Context: an optimization exercise on an open-source flow, tuned for small area, a short achievable clock period and few clock cycles per item. The choices shown serve that exercise and are no tape-out recipe.

==> flow/design.v <==
module cp1_responder #(
    parameter int NREG = 32,
    parameter int W    = 32
) (
    input  logic                    clk,
    input  logic                    rst,
    input  logic                    flag_clr,
    output logic                    flag_ovf,
    output logic                    flag_unf,
    input  logic                    req_valid,
    output logic                    req_ready,
    input  logic [1:0]              req_op,
    input  logic [$clog2(NREG)-1:0] req_fd,
    input  logic [$clog2(NREG)-1:0] req_fs,
    input  logic [$clog2(NREG)-1:0] req_ft,
    input  logic [W-1:0]            req_wdata,
    output logic                    rsp_valid,
    output logic [W-1:0]            rsp_data
);
    localparam int IW = $clog2(NREG);
    localparam logic [1:0] OP_ADD_S = 2'b00;
    localparam logic [1:0] OP_SUB_S = 2'b01;
    localparam logic [1:0] OP_MTC1  = 2'b10;
    localparam logic [1:0] OP_MFC1  = 2'b11;
    logic [W-1:0]    rf_q [NREG];
    logic [NREG-1:0] rf_vld_q;
    logic            rf_we;
    logic [IW-1:0]   rf_waddr;
    logic          s1_valid_q, s1_arith_q, s1_sub_q, s1_we_q, s1_late_q;
    logic          s1_wait_a_q, s1_wait_b_q, s1_fa_q, s1_fb_q;
    logic [IW-1:0] s1_fd_q;
    logic [W-1:0]  op_a_q, op_b_q;
    logic          za_q, zb_q;
    logic          ready_q;
    logic          s2_valid_q, s2_arith_q, s2_we_q, s2_near_q, s2_sub_q, s2_late_q, s2_far0_q;
    logic [IW-1:0] s2_fd_q;
    logic          s2_sign_q;
    logic [7:0]    s2_exp_q;
    logic [23:0]   s2_big_q, s2_small_q, s2_diff_q;
    logic          rsp_valid_q, res_we_q, rsp_ez_q;
    logic [IW-1:0] res_fd_q;
    logic [W-1:0]  rsp_data_q;
    logic [W-1:0]  r_res;
    logic          r_ovf, r_unf, r_ez;
    logic          accept, req_arith, req_mtc1, req_mfc1;
    logic          hit1_a, hit1_b, hit2_a, hit2_b, hit3_a, hit3_b;
    logic          haz_a, haz_b, wait_any;
    logic [W-1:0]  rd_a, rd_b, fwd_a, fwd_b;
    logic          fwd_za, fwd_zb;
    assign accept    = req_valid && ready_q;
    assign req_arith = !req_op[1];
    assign req_mtc1  = (req_op == OP_MTC1);
    assign req_mfc1  = (req_op == OP_MFC1);
    always_comb begin
        rd_a = '0;
        rd_b = '0;
        for (int i = 0; i < NREG; i++) begin
            rd_a = rd_a | ({W{(req_fs == IW'(i)) && rf_vld_q[i]}} & rf_q[i]);
            rd_b = rd_b | ({W{(req_ft == IW'(i)) && rf_vld_q[i]}} & rf_q[i]);
        end
    end
    assign hit1_a = s1_valid_q && s1_we_q && (s1_fd_q == req_fs);
    assign hit1_b = s1_valid_q && s1_we_q && (s1_fd_q == req_ft);
    assign hit2_a = s2_valid_q && s2_we_q && (s2_fd_q == req_fs);
    assign hit2_b = s2_valid_q && s2_we_q && (s2_fd_q == req_ft);
    assign hit3_a = rsp_valid_q && res_we_q && (res_fd_q == req_fs);
    assign hit3_b = rsp_valid_q && res_we_q && (res_fd_q == req_ft);
    assign haz_a    = hit1_a && s1_arith_q;
    assign haz_b    = hit1_b && s1_arith_q;
    assign wait_any = accept && req_arith && (haz_a || haz_b);
    always_comb begin
        if (hit1_a) begin
            fwd_a  = op_a_q;
            fwd_za = za_q;
        end else if (hit3_a && !hit2_a) begin
            fwd_a  = rsp_data_q;
            fwd_za = rsp_ez_q;
        end else begin
            fwd_a  = rd_a;
            fwd_za = (rd_a[30:23] == 8'd0);
        end
        if (hit1_b) begin
            fwd_b  = op_a_q;
            fwd_zb = za_q;
        end else if (hit3_b && !hit2_b) begin
            fwd_b  = rsp_data_q;
            fwd_zb = rsp_ez_q;
        end else begin
            fwd_b  = rd_b;
            fwd_zb = (rd_b[30:23] == 8'd0);
        end
    end
    always_ff @(posedge clk) begin
        if (ready_q) begin
            op_a_q      <= req_mtc1 ? req_wdata : fwd_a;
            za_q        <= req_mtc1 ? (req_wdata[30:23] == 8'd0) : fwd_za;
            op_b_q      <= fwd_b;
            zb_q        <= fwd_zb;
            s1_fa_q     <= !req_mtc1 && !hit1_a && hit2_a;
            s1_fb_q     <= !hit1_b && hit2_b;
            s1_arith_q  <= req_arith;
            s1_sub_q    <= (req_op == OP_SUB_S);
            s1_we_q     <= !req_mfc1;
            s1_fd_q     <= req_fd;
            s1_late_q   <= req_mfc1 && haz_a;
            s1_wait_a_q <= req_arith && haz_a;
            s1_wait_b_q <= req_arith && haz_b;
        end else begin
            if (s1_fa_q) begin
                op_a_q <= rsp_data_q;
                za_q   <= rsp_ez_q;
            end
            if (s1_fb_q) begin
                op_b_q <= rsp_data_q;
                zb_q   <= rsp_ez_q;
            end
            s1_fa_q     <= s1_wait_a_q;
            s1_fb_q     <= s1_wait_b_q;
            s1_wait_a_q <= 1'b0;
            s1_wait_b_q <= 1'b0;
        end
    end
    always_ff @(posedge clk) begin
        if (rst) begin
            s1_valid_q <= 1'b0;
            ready_q    <= 1'b1;
        end else begin
            s1_valid_q <= ready_q ? accept : s1_valid_q;
            ready_q    <= !wait_any;
        end
    end
    logic [W-1:0]  x_a, x_b;
    logic          x_za, x_zb;
    logic          x_sa, x_sb, x_gt, x_eff_sub, x_near, x_age, x_odd;
    logic [7:0]    x_ea, x_eb, x_dab, x_dba, x_d;
    logic [23:0]   x_ma, x_mb, x_sh_in, x_shifted, x_d_ab, x_d_ba, x_diff;
    always_comb begin
        x_a   = s1_fa_q ? rsp_data_q : op_a_q;
        x_b   = s1_fb_q ? rsp_data_q : op_b_q;
        x_za  = s1_fa_q ? rsp_ez_q : za_q;
        x_zb  = s1_fb_q ? rsp_ez_q : zb_q;
        x_ea  = x_a[30:23];
        x_eb  = x_b[30:23];
        x_sa  = x_a[31];
        x_sb  = x_b[31] ^ s1_sub_q;
        x_ma  = x_za ? 24'd0 : {1'b1, x_a[22:0]};
        x_mb  = x_zb ? 24'd0 : {1'b1, x_b[22:0]};
        x_gt  = (x_b[30:0] > x_a[30:0]) && !x_zb;
        x_eff_sub = x_sa ^ x_sb;
        x_dab = x_ea - x_eb;
        x_dba = x_eb - x_ea;
        x_age = (x_ea >= x_eb);
        x_d   = x_age ? x_dab : x_dba;
        x_sh_in   = x_age ? x_mb : x_ma;
        x_shifted = x_sh_in >> x_d[4:0];
        x_near = x_eff_sub && (x_d <= 8'd1);
        x_odd   = x_ea[0] ^ x_eb[0];
        x_d_ab  = x_ma - (x_odd ? {1'b0, x_mb[23:1]} : x_mb);
        x_d_ba  = x_mb - (x_odd ? {1'b0, x_ma[23:1]} : x_ma);
        x_diff  = x_gt ? x_d_ba : x_d_ab;
    end
    always_ff @(posedge clk) begin
        s2_arith_q <= s1_arith_q;
        s2_we_q    <= s1_we_q;
        s2_fd_q    <= s1_fd_q;
        s2_late_q  <= s1_late_q;
        s2_near_q  <= x_near;
        s2_sub_q   <= x_eff_sub;
        s2_small_q <= x_shifted;
        s2_far0_q  <= (x_d >= 8'd25);
        s2_diff_q  <= x_diff;
        if (s1_arith_q) begin
            s2_sign_q <= x_gt ? x_sb : x_sa;
            s2_exp_q  <= x_age ? x_ea : x_eb;
            s2_big_q  <= x_age ? x_ma : x_mb;
        end else begin
            s2_sign_q <= x_a[31];
            s2_exp_q  <= x_a[30:23];
            s2_big_q  <= {1'b0, x_a[22:0]};
        end
    end
    always_ff @(posedge clk) begin
        if (rst) s2_valid_q <= 1'b0;
        else     s2_valid_q <= s1_valid_q && !s1_wait_a_q && !s1_wait_b_q;
    end
    logic [24:0]   f_sum;
    logic [23:0]   f_small;
    logic [4:0]    n_lz;
    logic          n_found;
    logic [23:0]   n_shifted;
    logic [W-1:0]  f_res, n_res;
    logic          f_ovf, f_unf, n_unf, n_small;
    logic [31:0]   n_v32;
    logic [15:0]   n_v16;
    logic [7:0]    n_v8;
    logic [3:0]    n_v4;
    logic [1:0]    n_v2;
    always_comb begin
        f_small = (s2_small_q & {24{!s2_far0_q}}) ^ {24{s2_sub_q}};
        f_sum = {1'b0, s2_big_q} + {s2_sub_q, f_small} + {24'd0, s2_sub_q};
        f_ovf = 1'b0;
        f_unf = 1'b0;
        if (f_sum[24]) begin
            if (s2_exp_q >= 8'd254) begin
                f_ovf = 1'b1;
                f_res = {s2_sign_q, 8'hFF, 23'd0};
            end else begin
                f_res = {s2_sign_q, s2_exp_q + 8'd1, f_sum[23:1]};
            end
        end else if (f_sum[23]) begin
            f_res = {s2_sign_q, s2_exp_q, f_sum[22:0]};
        end else if (f_sum[22]) begin
            if (s2_exp_q <= 8'd1) begin
                f_unf = 1'b1;
                f_res = {s2_sign_q, 31'd0};
            end else begin
                f_res = {s2_sign_q, s2_exp_q - 8'd1, f_sum[21:0], 1'b0};
            end
        end else begin
            f_res = '0;
        end
        n_found = (s2_diff_q != 24'd0);
        n_v32   = {s2_diff_q, 8'hFF};
        n_lz[4] = (n_v32[31:16] == 16'd0);
        n_v16   = n_lz[4] ? n_v32[15:0] : n_v32[31:16];
        n_lz[3] = (n_v16[15:8] == 8'd0);
        n_v8    = n_lz[3] ? n_v16[7:0] : n_v16[15:8];
        n_lz[2] = (n_v8[7:4] == 4'd0);
        n_v4    = n_lz[2] ? n_v8[3:0] : n_v8[7:4];
        n_lz[1] = (n_v4[3:2] == 2'd0);
        n_v2    = n_lz[1] ? n_v4[1:0] : n_v4[3:2];
        n_lz[0] = !n_v2[1];
        n_shifted = s2_diff_q << n_lz;
        n_unf = 1'b0;
        n_small = (s2_exp_q >= 8'd24) ? 1'b0 : ((s2_diff_q & (24'hFFFFFF << (5'd24 - s2_exp_q[4:0]))) == 24'd0);
        if (!n_found) begin
            n_res = '0;
        end else if (n_small) begin
            n_unf = 1'b1;
            n_res = {s2_sign_q, 31'd0};
        end else begin
            n_res = {s2_sign_q, s2_exp_q - {3'b000, n_lz}, n_shifted[22:0]};
        end
        if (!s2_arith_q) begin
            r_res = s2_late_q ? rsp_data_q : {s2_sign_q, s2_exp_q, s2_big_q[22:0]};
            r_ez  = s2_late_q ? rsp_ez_q : (s2_exp_q == 8'd0);
            r_ovf = 1'b0;
            r_unf = 1'b0;
        end else if (s2_near_q) begin
            r_res = n_res;
            r_ez  = !n_found || n_small;
            r_ovf = 1'b0;
            r_unf = n_unf;
        end else begin
            r_res = f_res;
            r_ez  = (s2_exp_q == 8'd0);
            r_ovf = f_ovf;
            r_unf = f_unf;
        end
    end
    always_ff @(posedge clk) begin
        rsp_data_q <= r_res;
        rsp_ez_q   <= r_ez;
        res_we_q   <= s2_we_q;
        res_fd_q   <= s2_fd_q;
    end
    always_ff @(posedge clk) begin
        if (rst) rsp_valid_q <= 1'b0;
        else     rsp_valid_q <= s2_valid_q;
    end
    assign rf_we    = rsp_valid_q && res_we_q;
    assign rf_waddr = res_fd_q;
    always_ff @(posedge clk) begin
        if (rf_we) rf_q[rf_waddr] <= rsp_data_q;
    end
    always_ff @(posedge clk) begin
        if (rst) begin
            rf_vld_q <= '0;
        end else if (rf_we) begin
            rf_vld_q[rf_waddr] <= 1'b1;
        end
    end
    assign req_ready = ready_q;
    assign rsp_valid = rsp_valid_q;
    assign rsp_data  = rsp_data_q;
    logic flag_ovf_q, flag_unf_q;
    always_ff @(posedge clk) begin
        if (rst) begin
            flag_ovf_q <= 1'b0;
            flag_unf_q <= 1'b0;
        end else begin
            flag_ovf_q <= (flag_ovf_q && !flag_clr) || (s2_valid_q && r_ovf);
            flag_unf_q <= (flag_unf_q && !flag_clr) || (s2_valid_q && r_unf);
        end
    end
    assign flag_ovf = flag_ovf_q;
    assign flag_unf = flag_unf_q;
endmodule
make LEC_CHECK=0 CAP_MARGIN=25 CORE_MARGIN=2 CORE_UTILIZATION=40 CTS_BUF_LIST=sky130_fd_sc_hd__clkbuf_8 SETUP_SLACK_MARGIN=3 SLEW_MARGIN=20 finish   # period 7.0 ns
run.sh (not shown) runs the stock make flow with config.mk's settings and CLKGATE_MAP_FILE= SYNTH_SCRIPT=/design/flow/synth_recipe.tcl, a recipe that flattens the netlist after the stock synthesis.
Edit:
--- a/flow/design.v
+++ b/flow/design.v
@@ -37,11 +37,13 @@
     logic          s2_sign_q;
     logic [7:0]    s2_exp_q;
     logic [23:0]   s2_big_q, s2_small_q, s2_diff_q;
-    logic          rsp_valid_q, res_we_q, rsp_ez_q;
+    logic          rsp_valid_q, res_we_q, fwd_ez_q;
     logic [IW-1:0] res_fd_q;
     logic [W-1:0]  rsp_data_q;
+    logic [W-1:0]  fwd_q;
     logic [W-1:0]  r_res;
-    logic          r_ovf, r_unf, r_ez;
+    logic [W-1:0]  w_res;
+    logic          r_ovf, r_unf, w_ez;
     logic          accept, req_arith, req_mtc1, req_mfc1;
     logic          hit1_a, hit1_b, hit2_a, hit2_b, hit3_a, hit3_b;
     logic          haz_a, haz_b, wait_any;
@@ -73,8 +75,8 @@
             fwd_a  = op_a_q;
             fwd_za = za_q;
         end else if (hit3_a && !hit2_a) begin
-            fwd_a  = rsp_data_q;
-            fwd_za = rsp_ez_q;
+            fwd_a  = fwd_q;
+            fwd_za = fwd_ez_q;
         end else begin
             fwd_a  = rd_a;
             fwd_za = (rd_a[30:23] == 8'd0);
@@ -83,8 +85,8 @@
             fwd_b  = op_a_q;
             fwd_zb = za_q;
         end else if (hit3_b && !hit2_b) begin
-            fwd_b  = rsp_data_q;
-            fwd_zb = rsp_ez_q;
+            fwd_b  = fwd_q;
+            fwd_zb = fwd_ez_q;
         end else begin
             fwd_b  = rd_b;
             fwd_zb = (rd_b[30:23] == 8'd0);
@@ -107,12 +109,12 @@
             s1_wait_b_q <= req_arith && haz_b;
         end else begin
             if (s1_fa_q) begin
-                op_a_q <= rsp_data_q;
-                za_q   <= rsp_ez_q;
+                op_a_q <= fwd_q;
+                za_q   <= fwd_ez_q;
             end
             if (s1_fb_q) begin
-                op_b_q <= rsp_data_q;
-                zb_q   <= rsp_ez_q;
+                op_b_q <= fwd_q;
+                zb_q   <= fwd_ez_q;
             end
             s1_fa_q     <= s1_wait_a_q;
             s1_fb_q     <= s1_wait_b_q;
@@ -135,10 +137,10 @@
     logic [7:0]    x_ea, x_eb, x_dab, x_dba, x_d;
     logic [23:0]   x_ma, x_mb, x_sh_in, x_shifted, x_d_ab, x_d_ba, x_diff;
     always_comb begin
-        x_a   = s1_fa_q ? rsp_data_q : op_a_q;
-        x_b   = s1_fb_q ? rsp_data_q : op_b_q;
-        x_za  = s1_fa_q ? rsp_ez_q : za_q;
-        x_zb  = s1_fb_q ? rsp_ez_q : zb_q;
+        x_a   = s1_fa_q ? fwd_q : op_a_q;
+        x_b   = s1_fb_q ? fwd_q : op_b_q;
+        x_za  = s1_fa_q ? fwd_ez_q : za_q;
+        x_zb  = s1_fb_q ? fwd_ez_q : zb_q;
         x_ea  = x_a[30:23];
         x_eb  = x_b[30:23];
         x_sa  = x_a[31];
@@ -242,25 +244,27 @@
             n_res = {s2_sign_q, s2_exp_q - {3'b000, n_lz}, n_shifted[22:0]};
         end
         if (!s2_arith_q) begin
-            r_res = s2_late_q ? rsp_data_q : {s2_sign_q, s2_exp_q, s2_big_q[22:0]};
-            r_ez  = s2_late_q ? rsp_ez_q : (s2_exp_q == 8'd0);
+            w_res = {s2_sign_q, s2_exp_q, s2_big_q[22:0]};
+            w_ez  = (s2_exp_q == 8'd0);
             r_ovf = 1'b0;
             r_unf = 1'b0;
         end else if (s2_near_q) begin
-            r_res = n_res;
-            r_ez  = !n_found || n_small;
+            w_res = n_res;
+            w_ez  = !n_found || n_small;
             r_ovf = 1'b0;
             r_unf = n_unf;
         end else begin
-            r_res = f_res;
-            r_ez  = (s2_exp_q == 8'd0);
+            w_res = f_res;
+            w_ez  = (s2_exp_q == 8'd0);
             r_ovf = f_ovf;
             r_unf = f_unf;
         end
+        r_res = s2_late_q ? fwd_q : w_res;
     end
     always_ff @(posedge clk) begin
         rsp_data_q <= r_res;
-        rsp_ez_q   <= r_ez;
+        fwd_q      <= w_res;
+        fwd_ez_q   <= w_ez;
         res_we_q   <= s2_we_q;
         res_fd_q   <= s2_fd_q;
     end
Result: The changed run completed with no timing, DRC or antenna violations. Cell area rose slightly. Worst setup slack gets better by 120 ps. Via count fell slightly. Die area barely changes. Maximum frequency rose by a few percent. Hold slack is about the same.
No functional check of the RTL was part of any run of this note.

afterwards: timing with drivers on the ports:
How much do the figures lean on ideal ports? The routed layouts below were timed once more, with nothing changed but the port constraints.
Step 1 sets driving cells, clkbuf_16 on the clock port and buf_2 on the other inputs (assumed; they add their load-dependent delay and slew).
Step 2 times the ports against the registers' clock, not the clock port: input delays grow and output delays shrink by t, the midpoint of the rising clock arrivals with the driver on.
a / b / c = no drivers / after step 1 / after step 2; a / b = the first two.
run	shift t [ns]	setup slack, ns	worst setup path at the end	worst register clock-pin slew, ns
the first run	1.052	2.612 / 2.612 / 1.820	input to register	0.08 / 0.08
the second run	1.060	2.735 / 2.735 / 1.827	input to register	0.07 / 0.07
After both steps every run listed still meets setup and hold. For the second run, which loses most, drivers alone change the setup slack by 0.000 ns; drivers and shift together by -0.908 ns.
